From an optimization exercise on the open Yosys and OpenROAD flow, aimed at small area, a short achievable clock period and few clock cycles; shortcuts taken in it are not production practice. Only simulation tests tie the RTL to the original design; equivalence was not proved.

## flow/design.v

```verilog
module hilo_muldiv (
  input  logic        clk,
  input  logic        rst_n,
  input  logic [3:0]  mul_func,
  input  logic [31:0] in_a,
  input  logic [31:0] in_b,
  output logic [31:0] hi,
  output logic [31:0] lo,
  output logic        busy
);
  localparam logic [2:0] S_IDLE = 3'd0;
  localparam logic [2:0] S_MUL  = 3'd1;
  localparam logic [2:0] S_DABS = 3'd2;    
  localparam logic [2:0] S_DALN = 3'd3;    
  localparam logic [2:0] S_DIV  = 3'd4;    
  localparam logic [2:0] S_DEND = 3'd5;    
  localparam logic [2:0] S_DFIX = 3'd6;    
  localparam logic [2:0] S_MXA  = 3'd7;    
  logic [2:0]  state;
  logic [4:0]  cnt;
  logic [32:0] opa;       
  logic [32:0] opb;       
  logic [3:0]  e_one;     
  logic [3:0]  e_two;     
  logic [3:0]  e_ng;      
  logic        msub;      
  logic        mub;       
  logic        mlast;     
  logic        mshort;    
  logic [1:0]  pend;      
  logic        dsgn;
  logic        neg_q;
  logic        neg_r;
  logic        wen_h;     
  logic        wen_l;     
  logic        rsgn;      
  logic dec_mul, dec_div, dec_sgn, dec_acc, dec_sub;
  always_comb begin
    dec_mul = 1'b0; dec_div = 1'b0; dec_sgn = 1'b0; dec_acc = 1'b0; dec_sub = 1'b0;
    case (mul_func)
      4'd1:  begin dec_mul = 1'b1; dec_sgn = 1'b1; end
      4'd2:  begin dec_mul = 1'b1; end
      4'd3:  begin dec_div = 1'b1; dec_sgn = 1'b1; end
      4'd4:  begin dec_div = 1'b1; end
      4'd7:  begin dec_mul = 1'b1; dec_sgn = 1'b1; dec_acc = 1'b1; end
      4'd8:  begin dec_mul = 1'b1; dec_acc = 1'b1; end
      4'd9:  begin dec_mul = 1'b1; dec_sgn = 1'b1; dec_acc = 1'b1; dec_sub = 1'b1; end
      4'd10: begin dec_mul = 1'b1; dec_acc = 1'b1; dec_sub = 1'b1; end
      default: ;
    endcase
  end
  function automatic logic [2:0] booth(input logic [2:0] b, input logic sub);
    booth = {b[2] ^ sub,
             (b[2] & ~b[1] & ~b[0]) | (~b[2] & b[1] & b[0]),
             b[1] ^ b[0]};
  endfunction
  localparam logic [49:0] KROW = 50'd0 - (50'd1 << 33) - (50'd1 << 35) - (50'd1 << 37)
                                 - (50'd1 << 39) - (50'd1 << 41);
  localparam logic [16:0] KHI0 = 17'(KROW >> 33) + 17'd1;    
  localparam logic [16:0] KHI1 = 17'(KROW >> 33);            
  logic [49:0] r0, r1, r2, r3, r4, r5;
  logic [47:0] win;
  logic [49:0] msum;
  always_comb begin
    logic [33:0] pp [0:3];
    win[47:32] = wen_l ? lo[15:0] : {16{rsgn}};
    win[31:0]  = wen_h ? hi : 32'd0;
    for (int i = 0; i < 4; i++) begin
      pp[i] = ((e_one[i] ? {opa[32], opa} : 34'd0) | (e_two[i] ? {opa, 1'b0} : 34'd0))
              ^ {34{e_ng[i]}};
    end
    r0 = {{2{rsgn}}, win};
    r1 = {(pp[0][33] ? KHI1 : KHI0), pp[0][32:0]};
    r2 = 50'({~pp[1][33], pp[1][32:0], 1'b0, e_ng[0]});
    r2[41:40] = {~pend[1], pend[0]};
    r3 = 50'({~pp[2][33], pp[2][32:0], 1'b0, e_ng[1], 2'd0});
    r4 = 50'({~pp[3][33], pp[3][32:0], 1'b0, e_ng[2], 4'd0});
    r5 = 50'({e_ng[3], 6'd0});
  end
  logic [49:0] s1, c1, s2, c2, s3, c3, s4, c4;
  always_comb begin
    s1 = r0 ^ r1 ^ r2;
    c1 = ((r0 & r1) | (r0 & r2) | (r1 & r2)) << 1;
    s2 = r3 ^ r4 ^ r5;
    c2 = ((r3 & r4) | (r3 & r5) | (r4 & r5)) << 1;
    s3 = s1 ^ c1 ^ s2;
    c3 = ((s1 & c1) | (s1 & s2) | (c1 & s2)) << 1;
    s4 = s3 ^ c3 ^ c2;
    c4 = ((s3 & c3) | (s3 & c2) | (c3 & c2)) << 1;
    msum = s4 + c4;
  end
  function automatic logic [5:0] clz32(input logic [31:0] x);
    logic [15:0] y16;
    logic [7:0]  y8;
    logic [3:0]  y4;
    logic [1:0]  y2;
    logic v16, v8, v4, v2, v1;
    v16 = |x[31:16];  y16 = v16 ? x[31:16] : x[15:0];
    v8  = |y16[15:8]; y8  = v8 ? y16[15:8] : y16[7:0];
    v4  = |y8[7:4];   y4  = v4 ? y8[7:4] : y8[3:0];
    v2  = |y4[3:2];   y2  = v2 ? y4[3:2] : y4[1:0];
    v1  = y2[1];
    clz32 = (x == 32'd0) ? 6'd32 : {1'b0, ~v16, ~v8, ~v4, ~v2, ~v1};
  endfunction
  logic        sa, sb;
  logic        ngl;
  logic [31:0] negl;            
  logic [6:0]  dsh;             
  logic [31:0] dali;            
  logic        bzero;           
  always_comb begin
    sa    = dsgn & lo[31];
    sb    = dsgn & opa[31];
    ngl   = (state == S_DABS) ? sa : neg_q;
    negl  = (lo ^ {32{ngl}}) + {31'd0, ngl};
    dsh   = 7'(clz32(opa[31:0])) - 7'(clz32(hi));
    dali  = opa[31:0] << dsh[4:0];
    bzero = (opa[31:0] == 32'd0);
  end
  logic [2:0] state_n;
  logic       div_last;
  logic       qbit;
  always_comb begin
    div_last = (cnt == 5'd0);
    qbit     = ~msum[49];    
    state_n  = state;
    case (state)
      S_IDLE: begin
        if (dec_mul) state_n = S_MUL;
        if (dec_div) state_n = (dec_sgn & (in_a[31] | in_b[31])) ? S_DABS : S_DALN;
      end
      S_MUL:  if (mlast) state_n = mub ? S_MXA : S_IDLE;
      S_MXA:  state_n = S_IDLE;
      S_DABS: state_n = S_DALN;
      S_DALN: state_n = (dsh[6] || bzero) ? S_IDLE : S_DIV;
      S_DIV:  if (div_last) state_n = (!qbit || neg_r) ? S_DEND : (neg_q ? S_DFIX : S_IDLE);
      S_DEND: state_n = neg_r ? S_DFIX : S_IDLE;
      default: state_n = S_IDLE;
    endcase
  end
  always_ff @(posedge clk or negedge rst_n) begin
    if (!rst_n) begin
      state <= S_IDLE;
      hi    <= 32'd0;
      lo    <= 32'd0;
      busy  <= 1'b0;
      wen_h <= 1'b0;
      wen_l <= 1'b0;
    end else begin
      state <= state_n;
      busy  <= (state_n != S_IDLE);
      wen_h <= (state_n == S_MUL) || (state_n == S_DIV) || (state_n == S_DEND) ||
               (state_n == S_MXA);
      wen_l <= (state_n == S_MUL);
      case (state)
        S_IDLE: begin
          if (mul_func == 4'd5 || dec_div) hi <= in_a;
          if (mul_func == 4'd6 || dec_div) lo <= in_a;
          if (dec_mul) begin
            hi <= dec_acc ? lo : 32'd0;
            lo <= dec_acc ? hi : 32'd0;
          end
        end
        S_MUL: begin
          if (mlast & mshort) begin
            hi <= msum[47:16];
            lo <= {msum[15:0], lo[31:16]};
          end else begin
            hi <= {msum[39:32], msum[31:8]};
            lo <= {msum[7:0], lo[31:16], (mlast ? lo[15:8] : msum[47:40])};
          end
        end
        S_MXA: begin
          hi <= msum[31:0];
        end
        S_DABS: begin
          hi <= negl;
        end
        S_DALN: begin
          if (dsh[6] || bzero) hi <= lo;
          lo <= {32{bzero}};
        end
        S_DIV: begin
          hi <= msum[31:0];
          lo <= {lo[30:0], qbit};
        end
        S_DEND: begin
          hi <= msum[31:0];
          if (!neg_r) lo <= negl;    
        end
        S_DFIX: begin
          if (neg_r) hi <= msum[31:0];
          lo <= negl;
        end
        default: ;
      endcase
    end
  end
  always_ff @(posedge clk) begin
    rsgn <= 1'b0;
    case (state)
      S_IDLE: begin
        pend  <= 2'd0;
        dsgn  <= dec_sgn;
        opa   <= {dec_sgn & in_b[31], in_b};
        opb   <= {in_a, 1'b0};
        msub  <= dec_sub;
        mub   <= ~dec_sgn & in_a[31];
        mshort <= dec_sgn ? ((&in_a[31:23]) | ~(|in_a[31:23])) : ~(|in_a[31:23]);
        cnt    <= (dec_sgn ? ((&in_a[31:23]) | ~(|in_a[31:23])) : ~(|in_a[31:23])) ? 5'd2 : 5'd3;
        mlast  <= 1'b0;
        neg_q  <= 1'b0;
        neg_r  <= 1'b0;
        if (dec_mul) begin
          for (int i = 0; i < 4; i++)
            {e_ng[i], e_two[i], e_one[i]} <= booth((i == 0) ? {in_a[1:0], 1'b0} : in_a[2*i+1 -: 3], dec_sub);
        end else begin
          e_one <= 4'b0001;
          e_two <= 4'b0000;
          e_ng  <= {3'b000, ~(dec_sgn & in_a[31]) | in_b[31]};
        end
      end
      S_MUL: begin
        opb   <= {8'd0, opb[32:8]};
        pend  <= msum[49:48];
        cnt   <= cnt - 5'd1;
        mlast <= (cnt[1:0] == 2'd1);
        for (int i = 0; i < 4; i++)
          {e_ng[i], e_two[i], e_one[i]} <= booth(opb[2*i+10 -: 3], msub);
        if (mlast) begin
          e_one <= 4'b0001;
          e_two <= 4'b0000;
          e_ng  <= {3'b000, msub};
        end
      end
      S_DABS: begin
        opa   <= msum[32:0];
        e_ng  <= 4'b0001;
        neg_q <= sa ^ sb;
        neg_r <= sa;
      end
      S_DALN: begin
        opa <= {1'b0, dali};
        cnt <= dsh[4:0];
      end
      S_DIV: begin
        if (!div_last) opa <= {1'b0, opa[32:1]};
        rsgn     <= msum[49];
        e_ng[0]  <= qbit & ~div_last;
        e_one[0] <= qbit ? ~div_last : 1'b1;
        cnt      <= cnt - 5'd1;
      end
      S_DEND: begin
        opa      <= msum[32:0];
        e_one[0] <= 1'b1;
        e_ng[0]  <= 1'b1;
      end
      default: ;
    endcase
  end
endmodule
```

## flow/standard.sh

```bash
#!/bin/bash
# synth_recipe.tcl (not shown) runs the flow's synth.tcl, then flattens the netlist and writes it again
# the make line also repeats each setting of config.mk as NAME=value (left out here)
make -C /OpenROAD-flow-scripts/flow DESIGN_CONFIG=/design/flow/config.mk WORK_HOME=/design/flow/orfs CLKGATE_MAP_FILE= SYNTH_SCRIPT=/design/flow/synth_recipe.tcl "${@:-finish}"
```

## flow/config.mk

```make
export PLATFORM = sky130hd
export DESIGN_NAME = hilo_muldiv
export DESIGN_NICKNAME = hilo_muldiv
export VERILOG_FILES = /design/flow/design.v
export SDC_FILE = /design/flow/constraint.sdc
export NUM_CORES = 4
export LEC_CHECK = 0
export CAP_MARGIN = 20
export CORE_MARGIN = 2
export CORE_UTILIZATION = 40
export PLACE_DENSITY = 0.7
export SLEW_MARGIN = 20
export SETUP_SLACK_MARGIN = 6.5
export BUFFER_PORTS_ARGS = -buffer_cell sky130_fd_sc_hd__buf_2
```

## flow/flow/run.sh

```bash
#!/bin/bash
# The standard layout (standard.sh, unchanged synthesis and steps), with two
# changes to how the layout is made; the clock constraint itself is unchanged:
#  - every port still gets its own buffer, but a plain sky130_fd_sc_hd__buf_2
#    instead of the delay buffer the placer would pick (smaller and faster).
sed -i '/SETUP_SLACK_MARGIN/d;/BUFFER_PORTS_ARGS/d' config.mk
echo "export SETUP_SLACK_MARGIN = 6.5" >> config.mk
echo "export BUFFER_PORTS_ARGS = -buffer_cell sky130_fd_sc_hd__buf_2" >> config.mk
bash standard.sh > standard.log 2>&1
```

## flow/constraint.sdc

```tcl
create_clock -name core_clock -period 12.0 [get_ports {clk}]
set_input_delay 2.4000 -clock core_clock [delete_from_list [all_inputs] [get_ports {clk}]]
set_output_delay 2.4000 -clock core_clock [all_outputs]
set_load 0.01 [all_outputs]
```

==> reports/metrics.csv, run 1 <==
metric,value,unit
outcome,"complete, no violations",
Crit Path Class,reg -> reg,
Final Max Slew Viols,0,
Routed WL,111.2,mm
via count,25670,
slew margin rel.,0.1802,
"Hold Vio Cnt, Final",0,
syn_nets,3265,
CTS tree,yes,
Startpoint Class,register,
dpl hpwl,78.19,mm
Synth Register Bits,155,
Worst-Margin Slew,1.221,ns
top_reg_cell synth,edfxtp_1,
Fmax,179.5,MHz
clk buf depth,2,
TritonCTS Sinks,155,
"Reg clk slew, reported paths",0.07,ns
Core ar.,0.05639,mm2
Die H,242.8,um
Clock Latency Late Sink,0.52,ns
hold bufs inserted after CTS,0,
"FFs w/ async S/R, synth",0.4516,
Synth Cell Area,0.02281,mm2
P&R area growth vs syn,17.50,%
Cell Rows,87,
post-synth cell types,92,
initial antenna violation count,3,
cell count after synthesis,2973,
gpl congestion,1.040,
initial drt markers,4502,
post-route ant nets,0,
RSZ-0062 raised after global routing,true,
share of layout cells above drive strength 1,0.1858,
most area-consuming cells after synthesis,"edfxtp_1, fa_1, dfrtp_1",
number of global-route vias before repair,23800,
CTS root buf,clkbuf_16,
syn_area_per_cell,7.673,um2
per-cell routed wire length,29.05,um
"area leader, netlist",edfxtp_1,
Worst setup EP type,register,
Starting Density,0.4046,
share of the synthesized area in the top cell type,0.1106,
IO Count,135,
max cap viols,0,
setup total negative slack,0,ns
Total Nets Final,3347,
Post-synth EDFFs,84,
hold slack,0.5032,ns
HP Class,reg -> reg,
Die ar.,0.05896,mm2
H-tree depth,4,
cts bufs inserted,17,
minimum clock period,5.570,ns
Critical Path Fanout Max,7,
# fillers,5633,
YS warnings,2,
crit path DAT,5.95,ns
DRT Pass-1 Iters,8,
wire length of the first global-routing pass,161.2,mm
via density per instance,6.706,
Tcrit/Tclk final,0.4641,
clock skew,0.02917,ns
Crit path required time,12.38,ns
final setup violation count,0,
Port Buffers,134,
die extent in x,242.8,um
sequential area share after synthesis,0.1882,
all-layer global routing usage,0.3672,
largest net degree at the start of global routing,69,
grt ovf,0,
DR DRC count,0,
-- cells in the final DEF, fill, tap and decap left out, types with 38 or more instances in the layout --
cell,count
a21oi_1,226
a221oi_1,85
a22oi_1,123
and2_1,42
buf_2,133
buf_4,195
dfrtp_1,61
edfxtp_1,84
fa_1,105
ha_1,94
inv_1,239
mux2i_1,57
nand2_1,330
nand3_1,38
nor2_1,200
nor3_1,44
o21ai_0,134
xnor2_1,175
-- synth_stat cells, types with 24 or more instances --
| cell type | number |
|---|---|
| a21oi_1 | 245 |
| o21ai_1 | 28 |
| fa_1 | 106 |
| o21ai_0 | 142 |
| edfxtp_1 | 84 |
| a221oi_1 | 89 |
| nand4_1 | 24 |
| a211oi_1 | 39 |
| nor2_1 | 208 |
| a22oi_1 | 142 |
| inv_1 | 240 |
| buf_1 | 32 |
| o31ai_1 | 38 |
| nor3_1 | 46 |
| xnor2_1 | 193 |
| xor2_1 | 38 |
| nand2_1 | 332 |
| and2_1 | 42 |
| clkbuf_1 | 234 |
| ha_1 | 116 |
| mux2i_1 | 60 |
| o22ai_1 | 31 |
| nand3_1 | 38 |
| dfrtp_1 | 70 |
-- layer usage --
metal	wire length [um]	track usage	vias up
li1	-	-	10800
met1	40420	0.4647	12190
met2	45670	0.5286	2142
met3	14830	0.1028	538
met4	10270	0.2791	2
met5	13	0	-
-- per-stage QoR --
stage | setup slack [ns] | cell area (um2) | cells | utilization
floorplan | 6.547 | 22810 | 2973 | -
global placement | 5.215 | 24100 | 3667 | 0.4274
detailed placement | 5.442 | 24100 | 3667 | 0.4274
CTS | 6.392 | 25910 | 3788 | 0.4594
global route | 6.259 | 26790 | 3824 | 0.4752
finish | 6.430 | 26800 | 3828 | 0.4754
-- path summary, 6_finish.rpt --
kind	start	end	slack, ns	depth (start not counted)
worst max-delay path	opa[5]	wen_h	6.43	18
worst min-delay path	opb[27]	opb[19]	0.50	2
worst max register to register	opa[5]	wen_h	6.43	18
worst min register to register	opb[27]	opb[19]	0.50	2
max in group asynchronous	rst_n	lo[15]	9.10	2
min in group asynchronous	rst_n	lo[7]	1.79	1
-- kinds of logic after synthesis --
| logic type | share of synthesized area |
|---|---|
| AO/OA/AOI/OAI | 0.2823 |
| XOR/XNOR | 0.08869 |
| adder cells (fa/ha/maj) | 0.1571 |
| buffers and inverters | 0.08720 |
| flip-flops | 0.1882 |
| multiplexers | 0.03543 |
| AND/OR/NAND/NOR | 0.1610 |
-- critical path: stages, from the launching register on --
cell      delay (ns)
edfxtp_1        0.51
buf_4           0.21
a22oi_2         0.12
xnor2_1         0.11
fa_1            0.54
inv_1           0.05
fa_1            0.47
inv_1           0.05
fa_1            0.49
ha_4            0.29
a2111o_1        0.46
o211ai_1        0.34
nand4_1         0.34
a21oi_4         0.29
o21ai_2         0.10
xor2_2          0.18
a41oi_1         0.13
or3_4           0.38
maj3_1          0.37
-- registers in the layout (all words and copies together) (netlist names), 2 cells and up --
signal,count
e_ng,4
lo,32
cnt,5
opa,33
e_one,4
hi,32
opb,25
pend,2
e_two,4
state,3
-- final cells by class --
cell class                 count  area [um2]  area share
tap                          756       945.9     0.03529
timing repair buffer         343        2409     0.08986
sequential                   155        4308      0.1607
clock inverter                15       150.1    0.005601
clock buffer                  17       425.4     0.01587
antenna                        4       10.01   0.0003734
inverter                     242       924.6     0.03450
multi-input combinational   2296       17630      0.6578
-- repair_timing --
item,4_1_cts,5_1_grt
endpoints found under the setup margin,82,69
pin swaps,12,22
cloned,1,0
resized for setup,100,120
hold endpoints to repair,0,0
buffers inserted,88,36
Testbench counts, summed over its fixed seeds: cycles 40,210.
==> inputs of run 2 (changes only) <==
--- a/flow/config.mk
+++ b/flow/config.mk
@@ -8,7 +8,7 @@
 export CAP_MARGIN = 20
 export CORE_MARGIN = 2
 export CORE_UTILIZATION = 40
-export PLACE_DENSITY = 0.7
+export PLACE_DENSITY = 0.8
 export SLEW_MARGIN = 20
 export SETUP_SLACK_MARGIN = 6.5
 export BUFFER_PORTS_ARGS = -buffer_cell sky130_fd_sc_hd__buf_2
==> run 2 against run 1 <==
Against the previous run:
- still clean
- synthesized cell count is the same
- via count increased by 2.3%
- design area grew 1.0%
- global-route usage shrank 1.9 points
- critical path type unchanged
- critical endpoint is now hi[20]
==> reports/metrics.csv, run 2 <==
metric,value,unit
"area leader, netlist",edfxtp_1,
syn_area_per_cell,7.673,um2
Routed WL,108.3,mm
R2R setup slack,6.39,ns
Die ar.,0.05896,mm2
Largest register FFs,33,
most frequent cells in the layout,"nand2_1, inv_1, a21oi_1",
share of the synthesized area in the top cell type,0.1106,
"FFs w/ async S/R, synth",0.4516,
slew margin rel.,0.1922,
Worst-Margin Slew,1.207,ns
H-tree depth,4,
Clock Latency Late Sink,0.49,ns
all-layer global routing usage,0.3483,
HP Class,reg -> reg,
share of layout cells above drive strength 1,0.1921,
Place WS,5.551,ns
Post-synth EDFFs,84,
Min-Delay Startpoint,opb[17],
most area-consuming cells after synthesis,"edfxtp_1, fa_1, dfrtp_1",
Crit Path Class,reg -> reg,
outcome,"complete, no violations",
cell count after synthesis,2973,
via count,26260,
YS warnings,2,
Core ar.,0.05639,mm2
Worst setup EP type,register,
minimum clock period,5.608,ns
initial drt markers,4767,
Port Buffers,134,
max cap viols,0,
Tcrit/Tclk final,0.4673,
post-synth cell types,92,
Synth Cell Area,0.02281,mm2
clk buf depth,2,
Total Nets Final,3360,
"Hold Vio Cnt, Final",0,
reg2reg start,opa[12],
Critical Path Fanout Max,6,
"commonest non-fill, non-tap cell in the layout",nand2_1,
most common library cells after synthesis,"nand2_1, a21oi_1, inv_1",
Startpoint Class,register,
hold endpoint,opb[9],
setup total negative slack,0,ns
leading cell type by number of instances after synthesis,nand2_1,
DRT Pass-1 Iters,10,
via density per instance,6.844,
IO Count,135,
"Most flops, register",opa,
Synth Register Bits,155,
cts bufs inserted,17,
CTS root buf,clkbuf_16,
sequential area share after synthesis,0.1882,
Cell Rows,87,
number of global-route vias before repair,24250,
Starting Density,0.4046,
clock skew,0.02289,ns
syn_nets,3265,
RSZ-0062 raised after global routing,true,
hold path cells,2,
top_reg_cell synth,edfxtp_1,
Inst Count DP,3659,
Fmax,178.3,MHz
P&R area growth vs syn,18.69,%
wire length of the first global-routing pass,155.3,mm
"Reg clk slew, reported paths",0.07,ns
final worst slack,6.392,ns
DR DRC count,0,
initial antenna violation count,6,
grt ovf,0,
largest net degree at the start of global routing,69,
dpl hpwl,72.39,mm
worst r2r path cells,18,
die extent in x,242.8,um
largest registers,"opa x33, hi x32, lo x32",
Post-Layout Cell Count,3837,
Finished Core Util,0.4802,
RR Endpoint,hi[20],
TritonCTS Sinks,155,
post-route ant nets,0,
Final Max Slew Viols,0,
per-cell routed wire length,28.23,um
gpl congestion,1.071,
crit path DAT,5.99,ns
CTS tree,yes,
Crit path required time,12.38,ns
Die H,242.8,um
diodes inserted,0,
final setup violation count,0,
run 2: logic make-up after synthesis:
| kind of cell | Yosys count | share of synthesized area |
|---|---|---|
| flip-flops | 155 | 0.1882 |
| XOR/XNOR | 231 | 0.08869 |
| buffers and inverters | 522 | 0.08720 |
| adder cells (fa/ha/maj) | 223 | 0.1571 |
| AND/OR/NAND/NOR | 801 | 0.1610 |
| AO/OA/AOI/OAI | 964 | 0.2823 |
| multiplexers | 77 | 0.03543 |
run 2: worst max path at each step:
| stage | startpoint | end |
|---|---|---|
| finish | opa[12] | hi[20] |
| global route | opa[20] | wen_h |
| CTS | e_ng[1] | hi[28] |
| detailed placement | opa[22] | wen_h |
| global placement | opa[22] | wen_h |
| floorplan | e_ng[1] | wen_h |
run 2: layer usage:
metal	track usage	wire length (um)	part of all wire	up-vias
li1	-	-	-	10840
met4	0.2739	11010	0.10	8
met3	0.1441	17240	0.16	723
met1	0.4168	36590	0.34	12190
met2	0.4911	43440	0.40	2504
met5	0	45	0.00042	-
run 2: timing repair:
| item | in CTS | in global routing |
|---|---|---|
| gates cloned | 1 | 1 |
| hold buffers | 0 | 0 |
| endpoints found under the setup margin | 81 | 76 |
| setup buffers | 101 | 43 |
| resized for setup | 81 | 162 |
| pin swaps | 12 | 41 |
run 2: critical path: stages, from the launching register on:
cell	delay, ns
edfxtp_1	0.73
a22oi_2	0.20
xnor2_2	0.17
fa_1	0.53
inv_1	0.06
fa_1	0.40
fa_1	0.54
inv_1	0.06
ha_2	0.35
a21oi_4	0.19
buf_4	0.14
o21ai_0	0.10
a221oi_2	0.34
o31ai_4	0.16
a21oi_2	0.35
o21ai_0	0.20
xor2_1	0.43
a221oi_1	0.23
o31ai_1	0.32
run 2: metrics by stage:
stage	hold slack (ns)	cell area, um2
2_1_floorplan	0.4836	22810
3_3_place_gp	0.4885	24020
3_5_place_dp	0.4908	24050
4_1_cts	0.5070	25900
5_1_grt	0.5232	27080
6_report	0.5059	27080
run 2: cell type report:
| class | count | area, um2 |
|---|---|---|
| Fill cell | 5374 | 29310 |
| Multi-Input combinational cell | 2296 | 17710 |
| Sequential cell | 155 | 4297 |
| Timing Repair Buffer | 356 | 2619 |
| Tap cell | 756 | 945.9 |
| Inverter | 242 | 919.6 |
| Clock buffer | 21 | 460.4 |
| Clock inverter | 11 | 130.1 |
==> inputs of run 3 (changes only) <==
--- a/flow/config.mk
+++ b/flow/config.mk
@@ -7,8 +7,8 @@
 export LEC_CHECK = 0
 export CAP_MARGIN = 20
 export CORE_MARGIN = 2
-export CORE_UTILIZATION = 40
-export PLACE_DENSITY = 0.8
+export CORE_UTILIZATION = 50
+export PLACE_DENSITY = 0.7
 export SLEW_MARGIN = 20
 export SETUP_SLACK_MARGIN = 6.5
 export BUFFER_PORTS_ARGS = -buffer_cell sky130_fd_sc_hd__buf_2
==> run 3 against run 2 <==
Against the previous run:
- still clean on timing, DRC and antenna
- synthesized cell count unchanged
- via count fell by 0.23%
- die area down 20%
- final cell count decreased by 4.1%
- synthesized area is the same
- non-clock buffer count shrank 6
- register-to-register slack hardly changed
- utilization increased by 11 points
- design area shrank 1.1%
- critical path depth stayed put
- critical path type unchanged
- critical endpoint is now wen_h
- largest cell class unchanged
==> reports/metrics.csv, run 3 <==
metric,value,unit
Post-synth EDFFs,84,
clk buf depth,2,
Cell Rows,78,
outcome,"complete, no violations",
Min-Delay Startpoint,opb[19],
IO Count,135,
Synth Cell Area,0.02281,mm2
RSZ-0062 raised after global routing,true,
Worst-Margin Slew,1.246,ns
CP peak stage delay,0.58,ns
crit path DAT,5.99,ns
post-synth cell types,92,
"commonest non-fill, non-tap cell in the layout",nand2_1,
Routed WL,117.3,mm
slowest CP cell,edfxtp_1,
dpl hpwl,80.99,mm
Total Nets Final,3354,
"FFs w/ async S/R, synth",0.4516,
leading cell type by number of instances after synthesis,nand2_1,
syn_nets,3265,
Clock Latency Late Sink,0.51,ns
max cap viols,0,
wire length of the first global-routing pass,165.1,mm
most frequent cells in the layout,"nand2_1, inv_1, a21oi_1",
Critical Path Fanout Max,7,
top_reg_cell synth,edfxtp_1,
via density per instance,7.121,
largest net degree at the start of global routing,71,
HP Class,reg -> reg,
"area leader, netlist",edfxtp_1,
crit path cell chain,"buf_4, a22oi_1, xnor2_1, fa_1, inv_1, fa_1, fa_1, inv_1, ha_2, nand3_1, a2111oi_4, a21oi_2, o21ai_1, xor2_1, buf_4, a41oi_1, or3_4, maj3_1",
Starting Density,0.5049,
initial antenna violation count,7,
Worst setup EP type,register,
Crit Path Class,reg -> reg,
grt ovf,0,
# fillers,4081,
Core ar.,0.04519,mm2
die extent in x,217.6,um
YS warnings,2,
Die H,217.6,um
"Reg clk slew, reported paths",0.07,ns
Fmax,178.2,MHz
CP startpoint,opa[29],
sequential area share after synthesis,0.1882,
"Most flops, register",opa,
number of global-route vias before repair,24340,
post-route ant nets,0,
"Hold Vio Cnt, Final",0,
cell count after synthesis,2973,
share of the synthesized area in the top cell type,0.1106,
Tcrit/Tclk final,0.4676,
Finished Core Util,0.5927,
minimum clock period,5.611,ns
P&R area growth vs syn,17.40,%
most common library cells after synthesis,"nand2_1, a21oi_1, inv_1",
Die ar.,0.04735,mm2
all-layer global routing usage,0.4811,
gpl congestion,1.130,
Port Buffers,134,
via count,26200,
Crit path required time,12.38,ns
final setup violation count,0,
per-cell routed wire length,31.89,um
TritonCTS Sinks,155,
cts bufs inserted,17,
initial drt markers,4372,
CTS tree,yes,
H-tree depth,4,
largest registers,"opa x33, hi x32, lo x32",
share of layout cells above drive strength 1,0.1844,
Final Max Slew Viols,0,
CTS root buf,clkbuf_16,
Startpoint Class,register,
Synth Register Bits,155,
Largest register FFs,33,
DR DRC count,0,
syn_area_per_cell,7.673,um2
cell mode on critical path,fa_1,
most area-consuming cells after synthesis,"edfxtp_1, fa_1, dfrtp_1",
DRT Pass-1 Iters,10,
slew margin rel.,0.1662,
reg2reg start,opa[29],
clock skew,0.01414,ns
setup total negative slack,0,ns
run 3: layout make-up:
class / instances / area (um2) / share of cell area
clock inverters: 14 / 138.9 / 0.005185
diodes: 4 / 10.01 / 0.0003737
well taps: 600 / 750.7 / 0.02803
repair buffers: 350 / 2599 / 0.09703
multi-input cells: 2296 / 17630 / 0.6584
flip-flops and latches: 155 / 4298 / 0.1605
clock buffers: 18 / 429.2 / 0.01602
inverters: 242 / 924.6 / 0.03452
run 3: what timing repair did:
action,in CTS,in global routing
cloned,0,2
hold buffers,0,0
gates resized for setup,106,103
buffers inserted,97,48
pin swaps,19,39
setup endpoints to repair,76,72
hold endpoints to repair,0,0
run 3: worst paths after layout:
kind / cells past startpoint / to / slack (ns)
min in group asynchronous: 1 / lo[20] / 1.79
max: 18 / wen_h / 6.39
max reg2reg: 18 / wen_h / 6.39
max in group asynchronous: 2 / hi[5] / 9.58
min: 2 / opb[11] / 0.51
min reg2reg: 2 / opb[11] / 0.51
run 3: kinds of logic after synthesis:
family,after synthesis,share of synthesized area
buf+inv,522,0.08720
fa+ha+maj,223,0.1571
simple gates,801,0.1610
compound gates,964,0.2823
mux,77,0.03543
xor+xnor,231,0.08869
flops,155,0.1882
run 3: per-layer routing:
metal | vias up | GRT usage | part of all wire
li1 | 10830 | - | -
met1 | 12420 | 0.5605 | 0.34
met2 | 2222 | 0.7123 | 0.42
met3 | 718 | 0.1541 | 0.13
met4 | 8 | 0.4189 | 0.11
met5 | - | 0.004167 | 0.00052
run 3: stage by stage:
step / instances / cell area (um2) / setup slack (ns) / hold WS (ns)
after floorplan: 2973 / 22810 / 6.547 / 0.4836
after global placement: 3494 / 23780 / 5.284 / 0.4915
after detailed placement: 3495 / 23820 / 5.297 / 0.4912
after CTS: 3624 / 25740 / 6.367 / 0.5095
after global routing: 3675 / 26770 / 6.237 / 0.5346
final: 3679 / 26780 / 6.389 / 0.5089
run 3: worst max-delay path: cells and delay by family (launching register included):
family	cells	cell delay [ns]
simple gates	2	0.61
fa+ha+maj	5	2.39
buf+inv	4	0.54
xor+xnor	2	0.29
compound gates	5	1.05
flops	1	0.58
==> inputs of run 4 (changes only) <==
--- a/flow/flow/run.sh
+++ b/flow/flow/run.sh
@@ -4,6 +4,6 @@
 #  - every port still gets its own buffer, but a plain sky130_fd_sc_hd__buf_2
 #    instead of the delay buffer the placer would pick (smaller and faster).
 sed -i '/SETUP_SLACK_MARGIN/d;/BUFFER_PORTS_ARGS/d' config.mk
-echo "export SETUP_SLACK_MARGIN = 6.5" >> config.mk
+echo "export SETUP_SLACK_MARGIN = 6.0" >> config.mk
 echo "export BUFFER_PORTS_ARGS = -buffer_cell sky130_fd_sc_hd__buf_2" >> config.mk
 bash standard.sh > standard.log 2>&1
--- a/flow/config.mk
+++ b/flow/config.mk
@@ -7,8 +7,8 @@
 export LEC_CHECK = 0
 export CAP_MARGIN = 20
 export CORE_MARGIN = 2
-export CORE_UTILIZATION = 50
+export CORE_UTILIZATION = 40
 export PLACE_DENSITY = 0.7
 export SLEW_MARGIN = 20
-export SETUP_SLACK_MARGIN = 6.5
+export SETUP_SLACK_MARGIN = 6.0
 export BUFFER_PORTS_ARGS = -buffer_cell sky130_fd_sc_hd__buf_2
==> run 4 against run 3 <==
Against the previous run:
- first-iteration DRC count increased by 0.62%
- utilization decreased by 14 points
- critical path depth unchanged
- synthesized cell count unchanged
- clock skew increased by 0.0013 ns
==> reports/metrics.csv, run 4 <==
metric,value,unit
outcome,"complete, no violations",
CP peak stage delay,0.55,ns
"Reg clk slew, reported paths",0.07,ns
reg2reg start,e_one[1],
slowest CP cell,fa_1,
"Hold Vio Cnt, Final",0,
hold path cells,2,
hold bufs inserted after CTS,0,
largest registers,"opa x33, hi x32, lo x32",
Synth Cell Area,0.02281,mm2
gpl congestion,1.071,
P&R area growth vs syn,11.90,%
largest net degree at the start of global routing,69,
Synth Register Bits,155,
Fmax,168.4,MHz
Cell Rows,87,
fin area,0.02553,mm2
dpl hpwl,75.61,mm
number of global-route vias before repair,23270,
YS warnings,2,
Crit path required time,12.38,ns
post-synth cell types,92,
Final Max Slew Viols,0,
per-cell routed wire length,28.35,um
area post-placement,0.02406,mm2
crit path cell chain,"buf_6, a22oi_1, xnor2_1, fa_1, inv_1, fa_1, inv_1, fa_1, ha_1, a2111o_1, o211ai_1, nand4_1, a21oi_4, o21ai_1, xor2_2, a41oi_1, or3_1, maj3_1",
initial antenna violation count,3,
CP startpoint,e_one[1],
grt ovf,0,
cell count after synthesis,2973,
setup total negative slack,0,ns
Post-synth EDFFs,84,
family with the most delay on the worst path,adder cells,
all-layer global routing usage,0.3542,
cts bufs inserted,17,
Worst-Margin Slew,1.318,ns
Startpoint Class,register,
leading cell type by number of instances after synthesis,nand2_1,
most area-consuming cells after synthesis,"edfxtp_1, fa_1, dfrtp_1",
Die H,242.8,um
IO Count,135,
Worst setup EP type,register,
sequential area share after synthesis,0.1882,
most frequent cells in the layout,"nand2_1, inv_1, a21oi_1",
syn_area_per_cell,7.673,um2
"Most flops, register",opa,
WP depth,18,
TritonCTS Sinks,155,
Critical Path Fanout Max,34,
Port Buffers,134,
worst r2r path cells,18,
RSZ-0062 raised after global routing,true,
Clock Latency Late Sink,0.52,ns
minimum clock period,5.938,ns
post-route ant nets,0,
Total Nets Final,3297,
Tcrit/Tclk final,0.4948,
hold slack,0.5116,ns
Finished Core Util,0.4527,
final setup violation count,0,
Starting Density,0.4046,
wire length of the first global-routing pass,156.1,mm
slew margin rel.,0.1149,
cell mode on critical path,fa_1,
DRT Pass-1 Iters,9,
Core ar.,0.05639,mm2
HP Class,reg -> reg,
Largest register FFs,33,
"area leader, netlist",edfxtp_1,
share of layout cells above drive strength 1,0.1382,
H-tree depth,4,
CTS root buf,clkbuf_16,
syn_nets,3265,
via count,25410,
Critical path buffers and inverters,3,
top_reg_cell synth,edfxtp_1,
most common library cells after synthesis,"nand2_1, a21oi_1, inv_1",
via density per instance,6.725,
Min-Delay Startpoint,opb[31],
CTS tree,yes,
"commonest non-fill, non-tap cell in the layout",nand2_1,
crit path DAT,6.32,ns
"FFs w/ async S/R, synth",0.4516,
clock skew,0.01542,ns
Crit Path Class,reg -> reg,
initial drt markers,4399,
clk buf depth,2,
share of the synthesized area in the top cell type,0.1106,
Die ar.,0.05896,mm2
die extent in x,242.8,um
max cap viols,0,
DR DRC count,0,
Routed WL,107.1,mm
-- run 4: cells by family after synthesis --
family / after synthesis / synth area share
AO/OA/AOI/OAI: 964 / 0.2823
AND/OR/NAND/NOR: 801 / 0.1610
buffers and inverters: 522 / 0.08720
XOR/XNOR: 231 / 0.08869
adder cells (fa/ha/maj): 223 / 0.1571
flip-flops: 155 / 0.1882
multiplexers: 77 / 0.03543
-- run 4: area by class of cell --
class	instances	area [um2]
antenna	4	10.01
clock buffer	17	425.4
clock inverter	15	112.6
fill	5765	30860
inverter	242	915.9
multi-input combinational	2296	16890
sequential	155	4300
tap	756	945.9
timing repair buffer	293	1931
-- run 4: worst paths after layout --
check | endpoint | slack, ns
setup / recovery | wen_h | 6.06
hold / removal | opb[23] | 0.51
setup reg to reg | wen_h | 6.06
hold reg to reg | opb[23] | 0.51
max in group asynchronous | hi[27] | 9.06
min in group asynchronous | lo[25] | 1.74
-- run 4: metal layers --
layer	GRT usage	vias up	wire, um
li1	-	10700	-
met1	0.4387	11980	38370
met2	0.5041	2119	43160
met3	0.1233	607	15110
met4	0.2674	2	10440
met5	0	-	9
-- run 4: through the flow --
step / setup slack, ns / instances
floorplan: 6.478 / 2973
global placement: 5.224 / 3662
detailed placement: 5.370 / 3662
CTS: 6.000 / 3732
global route: 5.945 / 3774
finish: 6.062 / 3778
-- run 4: worst register-to-register path, delay by kind of cell, from the launching register on --
family,cells,cell delay [ns]
AOI/OAI and AO/OA,6,1.72
DFF,1,0.38
xor gates and xnor gates,2,0.43
and+or+nand+nor,2,0.74
adders and majority gates,5,2.26
buffers and inverters,3,0.31
-- run 4: repair_timing --
item                                    in CTS  in global routing
pin swaps                                    0                  5
endpoints found under the setup margin      48                 52
resized for setup                           17                 40
endpoints found under the hold margin        0                  0
buffers inserted                            38                 42
==> inputs of run 5 (changes only) <==
--- a/flow/flow/run.sh
+++ b/flow/flow/run.sh
@@ -4,6 +4,6 @@
 #  - every port still gets its own buffer, but a plain sky130_fd_sc_hd__buf_2
 #    instead of the delay buffer the placer would pick (smaller and faster).
 sed -i '/SETUP_SLACK_MARGIN/d;/BUFFER_PORTS_ARGS/d' config.mk
-echo "export SETUP_SLACK_MARGIN = 6.0" >> config.mk
+echo "export SETUP_SLACK_MARGIN = 7.0" >> config.mk
 echo "export BUFFER_PORTS_ARGS = -buffer_cell sky130_fd_sc_hd__buf_2" >> config.mk
 bash standard.sh > standard.log 2>&1
--- a/flow/config.mk
+++ b/flow/config.mk
@@ -10,5 +10,5 @@
 export CORE_UTILIZATION = 40
 export PLACE_DENSITY = 0.7
 export SLEW_MARGIN = 20
-export SETUP_SLACK_MARGIN = 6.0
+export SETUP_SLACK_MARGIN = 7.0
 export BUFFER_PORTS_ARGS = -buffer_cell sky130_fd_sc_hd__buf_2
==> run 5 against run 4 <==
Against the previous run:
- clock-buffer cell count unchanged
- critical endpoint is now opa[25]
- non-clock buffer count up 132
- global-route usage up 2.1 points
- worst hold slack got worse by 0.0024 ns
- synthesized cell count stayed put
- final cell count increased by 3.5%
==> reports/metrics.csv, run 5 <==
metric,value,unit
Place WS,5.618,ns
"Hold Vio Cnt, Final",0,
number of global-route vias before repair,24660,
outcome,"complete, no violations",
RSZ-0062 raised after global routing,true,
max cap viols,0,
hold slack,0.5092,ns
"Most flops, register",opa,
Crit path required time,12.25,ns
fin area,0.02899,mm2
initial drt markers,4983,
final setup violation count,0,
Cell Rows,87,
all-layer global routing usage,0.3748,
Starting Density,0.4046,
crit path DAT,5.90,ns
CTS tree,yes,
IO Count,135,
gpl congestion,1.068,
area occupied by multi-input gates,0.01889,mm2
Post-synth EDFFs,84,
Largest register FFs,33,
grt ovf,0,
Startpoint Class,register,
setup total negative slack,0,ns
sequential area share after synthesis,0.1882,
"commonest non-fill, non-tap cell in the layout",nand2_1,
via density per instance,6.963,
Die H,242.8,um
TritonCTS Sinks,155,
cell mode on critical path,fa_1,
Core ar.,0.05639,mm2
hold bufs inserted after CTS,0,
post-route ant nets,0,
Crit Path Class,reg -> reg,
slew margin rel.,0.1797,
cell count after synthesis,2973,
leading cell type by number of instances after synthesis,nand2_1,
cts bufs inserted,17,
"area leader, netlist",edfxtp_1,
initial antenna violation count,3,
Synth Cell Area,0.02281,mm2
DRT Pass-1 Iters,13,
share of the synthesized area in the top cell type,0.1106,
Fmax,177.0,MHz
Worst-Margin Slew,1.222,ns
"FFs w/ async S/R, synth",0.4516,
Critical path buffers and inverters,5,
most frequent cells in the layout,"nand2_1, buf_4, inv_1",
wire length of the first global-routing pass,165.2,mm
P&R area growth vs syn,27.07,%
share of layout cells above drive strength 1,0.2548,
top_reg_cell synth,edfxtp_1,
Clock Latency Late Sink,0.51,ns
syn_nets,3265,
DR DRC count,0,
syn_area_per_cell,7.673,um2
post-synth cell types,92,
largest registers,"opa x33, hi x32, lo x32",
via count,27230,
slowest CP cell,fa_1,
Total Nets Final,3430,
Port Buffers,134,
Critical Path Fanout Max,34,
clk buf depth,2,
"Reg clk slew, reported paths",0.07,ns
dpl hpwl,75.15,mm
crit path cell chain,"buf_12, a22oi_2, xnor2_2, fa_1, inv_1, fa_1, inv_1, fa_1, ha_4, a21oi_1, o21ai_0, a31oi_1, o21ai_0, a31oi_4, o21ai_2, xor2_2, buf_4, buf_4, a222oi_1, a21oi_1",
H-tree depth,4,
CTS root buf,clkbuf_16,
per-cell routed wire length,30.84,um
minimum clock period,5.651,ns
family with the most delay on the worst path,compound AO/OA/AOI/OAI gates,
CP peak stage delay,0.52,ns
area post-placement,0.02417,mm2
sequential cell area,0.004303,mm2
clock skew,0.03023,ns
Die ar.,0.05896,mm2
YS warnings,2,
Final Max Slew Viols,0,
most area-consuming cells after synthesis,"edfxtp_1, fa_1, dfrtp_1",
# fillers,5207,
Routed WL,120.6,mm
Synth Register Bits,155,
final worst slack,6.349,ns
HP Class,reg -> reg,
die extent in x,242.8,um
Tcrit/Tclk final,0.4709,
largest net degree at the start of global routing,69,
Worst setup EP type,register,
most common library cells after synthesis,"nand2_1, a21oi_1, inv_1",
==> run 5: changes by cell type in the layout (fill, tap and decap cells not counted), sizes merged <==
cell      delta
buf        +130
clkinv       +5
clkinvlp     -1
diode        -1
bufbuf       +1
clkbuf       +1
inv          -3
==> run 5: stage by stage <==
step	utilization	std cells
2_1_floorplan	-	2973
3_5_place_dp	0.4287	3661
6_report	0.5141	3910
3_3_place_gp	0.4282	3660
5_1_grt	0.5140	3907
4_1_cts	0.4902	3855
==> run 5: cells by family (layout without fill, tap and decap cells) <==
group	after synthesis	in the layout	share of synthesized area
compound gates	964	964	0.2823
simple gates	801	801	0.1610
buf+inv	522	700	0.08720
xor+xnor	231	231	0.08869
fa+ha+maj	223	223	0.1571
flops	155	155	0.1882
mux	77	77	0.03543
other cells	0	3	0
==> run 5: repair_timing <==
action,4_1_cts,5_1_grt
buffers inserted,160,50
gates cloned,2,1
gates resized for setup,291,181
endpoints found under the setup margin,95,92
pin swaps,75,67
==> run 5: worst min-delay path, stage by stage (launching register included) <==
cell	delay, ns
edfxtp_1	0.32
nand2_1	0.04
nand2_1	0.04
==> run 5: final timing paths <==
path                               start       to  slack, ns  cells after the start
worst min-delay path             opb[18]  opb[10]       0.51                      2
worst min register to register   opb[18]  opb[10]       0.51                      2
max in group asynchronous          rst_n    hi[0]       9.03                      2
min in group asynchronous          rst_n     busy       1.72                      1
worst max-delay path            e_one[0]  opa[25]       6.35                     20
worst max register to register  e_one[0]  opa[25]       6.35                     20
==> run 5: layer usage <==
metal,part of all wire,global-route usage,up-vias
met4,0.11,0.2900,6
met5,0.00052,0.008987,-
met1,0.33,0.4517,12730
met3,0.15,0.1354,868
met2,0.41,0.5408,2632
li1,-,-,10990
==> run 5: final cells by class <==
cell class | instances | share of cell area
multi-input cells | 2296 | 0.6517
diodes | 3 | 0.0002590
clock inverters | 15 | 0.004618
clock buffers | 17 | 0.01467
flip-flops and latches | 155 | 0.1484
repair buffers | 425 | 0.1148
repair inverters | 1 | 0.0005611
well taps | 756 | 0.03263
inverters | 242 | 0.03237
==> inputs of run 6 (changes only) <==
--- a/flow/flow/run.sh
+++ b/flow/flow/run.sh
@@ -4,6 +4,6 @@
 #  - every port still gets its own buffer, but a plain sky130_fd_sc_hd__buf_2
 #    instead of the delay buffer the placer would pick (smaller and faster).
 sed -i '/SETUP_SLACK_MARGIN/d;/BUFFER_PORTS_ARGS/d' config.mk
-echo "export SETUP_SLACK_MARGIN = 7.0" >> config.mk
+echo "export SETUP_SLACK_MARGIN = 6.5" >> config.mk
 echo "export BUFFER_PORTS_ARGS = -buffer_cell sky130_fd_sc_hd__buf_2" >> config.mk
 bash standard.sh > standard.log 2>&1
==> flow/config.mk (replaced) <==
export PLATFORM = sky130hd
export DESIGN_NAME = hilo_muldiv
export DESIGN_NICKNAME = hilo_muldiv
export VERILOG_FILES = /design/flow/design.v
export SDC_FILE = /design/flow/constraint.sdc
export NUM_CORES = 4
export LEC_CHECK = 0
export CAP_MARGIN = 10
export CORE_MARGIN = 2
export CORE_UTILIZATION = 40
export PLACE_DENSITY = 0.7
export SLEW_MARGIN = 10
export SETUP_SLACK_MARGIN = 6.5
export BUFFER_PORTS_ARGS = -buffer_cell sky130_fd_sc_hd__buf_2
==> run 6 against run 5 <==
Against the previous run:
- still clean on timing, DRC and antenna
- utilization down 3.9 points
- via count down 5.7%
- first-iteration DRC count down 9.7%
- register-to-register slack better by 0.08 ns
- critical path depth down 2
- flip-flop and latch count unchanged
- sequential share of layout area up 1.2 points
==> reports/metrics.csv, run 6 <==
metric,value,unit
R2R setup slack,6.43,ns
CTS root buf,clkbuf_16,
most frequent cells in the layout,"nand2_1, inv_1, a21oi_1",
# fillers,5633,
Die ar.,0.05896,mm2
final setup violation count,0,
Starting Density,0.4046,
per-cell routed wire length,29.05,um
Synth Register Bits,155,
Worst-Margin Slew,1.221,ns
Crit path required time,12.38,ns
dpl hpwl,78.19,mm
YS warnings,2,
worst r2r path cells,18,
HP Class,reg -> reg,
Total Nets Final,3347,
post-route ant nets,0,
Post-synth EDFFs,84,
hold endpoint,opb[19],
hold bufs inserted after CTS,0,
crit path DAT,5.95,ns
Final Max Slew Viols,0,
syn_nets,3265,
most area-consuming cells after synthesis,"edfxtp_1, fa_1, dfrtp_1",
H-tree depth,4,
Largest register FFs,33,
final worst slack,6.430,ns
minimum clock period,5.570,ns
hold path cells,2,
Synth Cell Area,0.02281,mm2
"commonest non-fill, non-tap cell in the layout",nand2_1,
Die H,242.8,um
Tcrit/Tclk final,0.4641,
P&R area growth vs syn,17.50,%
post-synth cell types,92,
outcome,"complete, no violations",
share of the synthesized area in the top cell type,0.1106,
Critical Path Fanout Max,7,
"Most flops, register",opa,
largest registers,"opa x33, hi x32, lo x32",
most common library cells after synthesis,"nand2_1, a21oi_1, inv_1",
cell count after synthesis,2973,
slew margin rel.,0.1802,
Clock Latency Late Sink,0.52,ns
DR DRC count,0,
"FFs w/ async S/R, synth",0.4516,
Crit Path Class,reg -> reg,
grt ovf,0,
all-layer global routing usage,0.3672,
sequential area share after synthesis,0.1882,
TritonCTS Sinks,155,
reg2reg start,opa[5],
Cell Rows,87,
syn_area_per_cell,7.673,um2
Core ar.,0.05639,mm2
cts bufs inserted,17,
IO Count,135,
gpl congestion,1.040,
clk buf depth,2,
RSZ-0062 raised after global routing,true,
share of layout cells above drive strength 1,0.1858,
initial drt markers,4502,
number of global-route vias before repair,23800,
Fmax,179.5,MHz
DRT Pass-1 Iters,8,
max cap viols,0,
hold slack,0.5032,ns
Port Buffers,134,
"Hold Vio Cnt, Final",0,
leading cell type by number of instances after synthesis,nand2_1,
Worst setup EP type,register,
"Reg clk slew, reported paths",0.07,ns
clock skew,0.02917,ns
Finished Core Util,0.4754,
via count,25670,
Routed WL,111.2,mm
"area leader, netlist",edfxtp_1,
RR Endpoint,wen_h,
initial antenna violation count,3,
CTS tree,yes,
via density per instance,6.706,
top_reg_cell synth,edfxtp_1,
Place WS,5.442,ns
wire length of the first global-routing pass,161.2,mm
die extent in x,242.8,um
setup total negative slack,0,ns
Min-Delay Startpoint,opb[27],
Startpoint Class,register,
largest net degree at the start of global routing,69,
run 6: cell counts after synthesis:
No cell type changed its count.
run 6: area by class of cell:
cell class,count,area (um2),area share
Antenna cell,4,10.01,0.0003734
Clock buffer,17,425.4,0.01587
Timing Repair Buffer,343,2409,0.08986
Sequential cell,155,4308,0.1607
Inverter,242,924.6,0.03450
Tap cell,756,945.9,0.03529
Multi-Input combinational cell,2296,17630,0.6578
Clock inverter,15,150.1,0.005601
run 6: kinds of logic (layout without fill, tap and decap cells):
group                    count (synthesis)  count (layout)  synth area share
AO/OA/AOI/OAI                          964             964            0.2823
AND/OR/NAND/NOR                        801             801            0.1610
buffers and inverters                  522             617           0.08720
XOR/XNOR                               231             231           0.08869
adder cells (fa/ha/maj)                223             223            0.1571
flip-flops                             155             155            0.1882
multiplexers                            77              77           0.03543
other                                    0               4                 0
run 6: through the flow:
stage                     area [um2]  std cells
after global placement         24100       3667
after CTS                      25910       3788
after floorplan                22810       2973
after global routing           26790       3824
after detailed placement       24100       3667
final                          26800       3828
run 6: how the worst max path moves through the flow:
stage | start | endpoint | slack (ns) | depth (start not counted)
2_1_floorplan | e_ng[1] | wen_h | 6.55 | 20
3_3_place_gp | hi[31] | opa[26] | 5.21 | 23
3_5_place_dp | wen_h | wen_h | 5.44 | 17
4_1_cts | e_one[0] | hi[28] | 6.39 | 19
5_1_grt | e_one[1] | wen_h | 6.26 | 19
6_report | opa[5] | wen_h | 6.43 | 18
run 6: repair_timing:
action | in CTS | in global routing
pin swaps | 12 | 22
endpoints found under the setup margin | 82 | 69
resized for setup | 100 | 120
gates cloned | 1 | 0
buffers inserted | 88 | 36
run 6: routing by layer:
metal,track usage,part of all wire,vias to the layer above
li1,-,-,10800
met1,0.4647,0.36,12190
met2,0.5286,0.41,2142
met3,0.1028,0.13,538
met4,0.2791,0.092,2
met5,0,0.00012,-
run 6: critical path, cell delays in order (launching register included):
cell and delay [ns]:
edfxtp_1 0.51, buf_4 0.21, a22oi_2 0.12, xnor2_1 0.11, fa_1 0.54, inv_1 0.05
fa_1 0.47, inv_1 0.05, fa_1 0.49, ha_4 0.29, a2111o_1 0.46, o211ai_1 0.34
nand4_1 0.34, a21oi_4 0.29, o21ai_2 0.10, xor2_2 0.18, a41oi_1 0.13, or3_4 0.38
maj3_1 0.37

## separate check: timing with driven ports
In the flow no input, the clock included, has a driving cell. The finished layouts below were timed again as built, in two steps. Step 1: set_driving_cell puts a clkbuf_16 on clk and a buf_2 on each other input, an assumption about the parent block. Step 2 adds t to the input delays and takes it off the output delays; t is the mean of the earliest and latest rising clock arrival at the registers after step 1. Input paths then give back, and output paths get back, about the clock's delay inside the block. Slacks: ideal / step 1 / step 2; pairs: ideal / step 1.
run | shift t [ns] | slack for setup (ns) | worst slew at a driven data input, ns | pins driven straight from the clock port
run 1 | 0.572 | 6.430 / 6.430 / 6.387 | 0.04 | 1
run 2 | 0.536 | 6.392 / 6.392 / 6.285 | 0.05 | 1
run 3 | 0.568 | 6.389 / 6.389 / 6.166 | 0.05 | 1
run 4 | 0.570 | 6.062 / 6.062 / 6.062 | 0.04 | 1
run 5 | 0.564 | 6.349 / 6.349 / 6.349 | 0.04 | 1
run 6 | 0.572 | 6.430 / 6.430 / 6.387 | 0.04 | 1
After both steps setup and hold are still met in every run listed. For run 3, which loses most, drivers alone change the setup slack by 0.000 ns; drivers and shift together by -0.223 ns.
